Context: an optimization exercise on an open-source flow, tuned for small area, a short achievable clock period and few clock cycles per item. The choices shown serve that exercise and are no tape-out recipe.
Only simulation tests tie the RTL to the original design; equivalence was not proved.
Power is estimated from default activity; no workload was simulated.

== run A ==
==> flow/design.v (excerpt) <==
module sliding_window_arq_control (
	input  logic        clk,
	input  logic        arst_n,
	input  logic        s_tvalid,
	output logic        s_tready,
	input  logic [47:0] s_tdata,    
	input  logic [1:0]  s_tuser,    
	output logic        m_tvalid,
	input  logic        m_tready,
	output logic [79:0] m_tdata,    
	output logic [2:0]  m_tuser,    
	output logic        m_tlast,
	input  logic        cfg_valid,
	output logic        cfg_ready,
	input  logic [1:0]  cfg_index,
	input  logic [30:0] cfg_data
);
Size in the first run: roughly 980 flip-flops, roughly 180 I/O pins, about 49000 um^2 of cells after synthesis.
Settings: LEC_CHECK=0, ABC_CLOCK_PERIOD_IN_PS=3500, CAP_MARGIN=20, CORE_MARGIN=2, CORE_UTILIZATION=60, CTS_BUF_LIST=sky130_fd_sc_hd__clkbuf_8, CTS_CLUSTER_DIAMETER=56, CTS_CLUSTER_SIZE=15, SLEW_MARGIN=20, TNS_END_PERCENT=5; clock period 10.0 ns.
standard.sh (not shown) runs the stock make flow with config.mk's settings and CLKGATE_MAP_FILE= SYNTH_SCRIPT=/design/flow/synth_recipe.tcl, a recipe that flattens the netlist after the stock synthesis.
==> flow/flow/run.sh <==
#!/bin/bash
# Standard layout with two changes to how it is made:
# - timing repair aims below the clock period (repair works until setup
#   slack reaches the margin, so it keeps shortening paths the 10 ns
#   constraint alone would leave as they are);
# - the port buffers are plain buf_4 cells, not the delay cells the default
#   port buffering picks.
set -euo pipefail
export SETUP_SLACK_MARGIN=6.5
export BUFFER_PORTS_ARGS="-buffer_cell sky130_fd_sc_hd__buf_4"
bash standard.sh > make.log 2>&1
Run A reached the final stage; the timing, design-rule and antenna checks on its layout passed.
Testbench counts of run A, summed over its fixed seeds: cycles 5,355, items 4,800.
## Diff of input files: run B against run A
- CTS_CLUSTER_SIZE: 15 -> unset
- CTS_CLUSTER_DIAMETER: 56 -> unset
diff --git a/flow/flow/run.sh b/flow/flow/run.sh
--- a/flow/flow/run.sh
+++ b/flow/flow/run.sh
@@ -8,3 +8,3 @@
 set -euo pipefail
-export SETUP_SLACK_MARGIN=6.5
+export SETUP_SLACK_MARGIN=6.3
 export BUFFER_PORTS_ARGS="-buffer_cell sky130_fd_sc_hd__buf_4"
[summary]
- Cmp run B and run A / number of cell instances on the worst register-to-register path / higher: run A
- On hold slack, run A beats run B.
- Run B ended with more clock latency on the worst-skew pair than run A.
- Count of clock-buffer cells in the layout (run B over run A): increase, 91
- Maximum frequency was lower in the run labelled run B.
- Taking run A as the reference, in run B final cell count without fillers went up about 2.3%; wire length held; total net switching power went up about 2.5%.
- Non-clock buffer count across run B and run A: no real change.
- For run B, the category of the critical setup timing path was in -> reg, unlike run A, where it was reg -> reg.
- From run B to run A, remaining antenna violation count did not move at all.
- Relative to run A, clock group power has increased by 33% in run B.
For run C, these inputs were changed with respect to run B:
- a change of TNS_END_PERCENT from 5 to 20
diff --git a/flow/flow/run.sh b/flow/flow/run.sh
--- a/flow/flow/run.sh
+++ b/flow/flow/run.sh
@@ -8,3 +8,3 @@
 set -euo pipefail
-export SETUP_SLACK_MARGIN=6.3
+export SETUP_SLACK_MARGIN=6.5
 export BUFFER_PORTS_ARGS="-buffer_cell sky130_fd_sc_hd__buf_4"
--- outcome ---
- Against run B, final cell count in run C rose slightly.
- Going from run B to run C, maximum clock frequency picked up an extra 0.0043 GHz; critical path depth picked up an extra 3; share of the clock period used by the worst path lost 0.60 points; first-pass GRT wire length picked up an extra about 0.7%.
- Between run C and run B, the difference in met2 wirelength from detailed routing is negligible.
The following lists how run D was set up differently from run C:
- ABC_CLOCK_PERIOD_IN_PS changed from 3500 to 2500
- TNS_END_PERCENT changed from 20 to 5
==> summary.txt <==
- The final layout from run D, which completed every stage, passed the timing, design-rule and antenna checks at the end of the flow.
- Comparing setup slack after placement for run C and run D, the smaller number came from run C.
- The global-route usage in run D sits 0.28 points above the value recorded for run C.
- Internal power of the cells on run D is behind run C.
- Relative to run C, run D improves clock period minus final worst setup slack.
- Relative to run C, worst setup slack increased by 74 ps in run D.
[inputs] run E vs run D
- ABC_CLOCK_PERIOD_IN_PS: 2500 -> 3500
- CTS_CLUSTER_SIZE: unset -> 12
- CTS_CLUSTER_DIAMETER: unset -> 56
## What came out
For run D and run E, there was not a single run that failed to finish clean. Final cell count without fillers in run E is about 2% lower than in run D. Compared to run D, run E shows a narrower setup margin. The final area in run E sits 1200 um^2 below the value recorded for run D. The area share of buffers outside the clock network on run E is in line with that on run D. Run E vs run D: core utilization down. Lower inverter count goes to run D over run E. Static leakage down about 3.3% in run E wrt run D. Comparing run D and run E, the lower proportion of power drawn by combinational gates was measured on run D. A critical path startpoint of m_tready is what run E shows, while opd_q[28] belongs to run D. Sort run D and run E by clock power asc -> top: run E. Looking at routed wire length across both flows, run E is the stronger of the two, with run D trailing.

separate check: timing with driven ports:
How much do the figures lean on ideal ports? The routed layouts below were timed once more, with nothing changed but the port constraints.
Step 1 (the two cells are an assumption about what drives the block):
set clk [get_ports {clk}]
set_driving_cell -lib_cell sky130_fd_sc_hd__clkbuf_16 $clk
set_driving_cell -lib_cell sky130_fd_sc_hd__buf_2 [delete_from_list [all_inputs] $clk]
Step 2, shift: input delay + t, output delay - t, t = (earliest + latest rising clock arrival at the registers) / 2. This alone moves slack from input paths to output paths.
a / b / c = ideal ports / drivers / drivers and shift; a / b = the first two.
run | shift t [ns] | setup slack, ns | pins driven straight from the clock port
run A | 0.817 | 6.335 / 6.335 / 5.580 | 1
run B | 0.899 | 6.221 / 6.256 / 5.362 | 1
run C | 0.917 | 6.281 / 6.281 / 5.580 | 1
run D | 0.889 | 6.355 / 6.355 / 5.536 | 1
run E | 0.820 | 6.335 / 6.344 / 5.553 | 1
After both steps every run listed still meets setup and hold. The setup slack of run B, which loses most, moves by +0.035 ns with the drivers and by -0.859 ns with both steps.
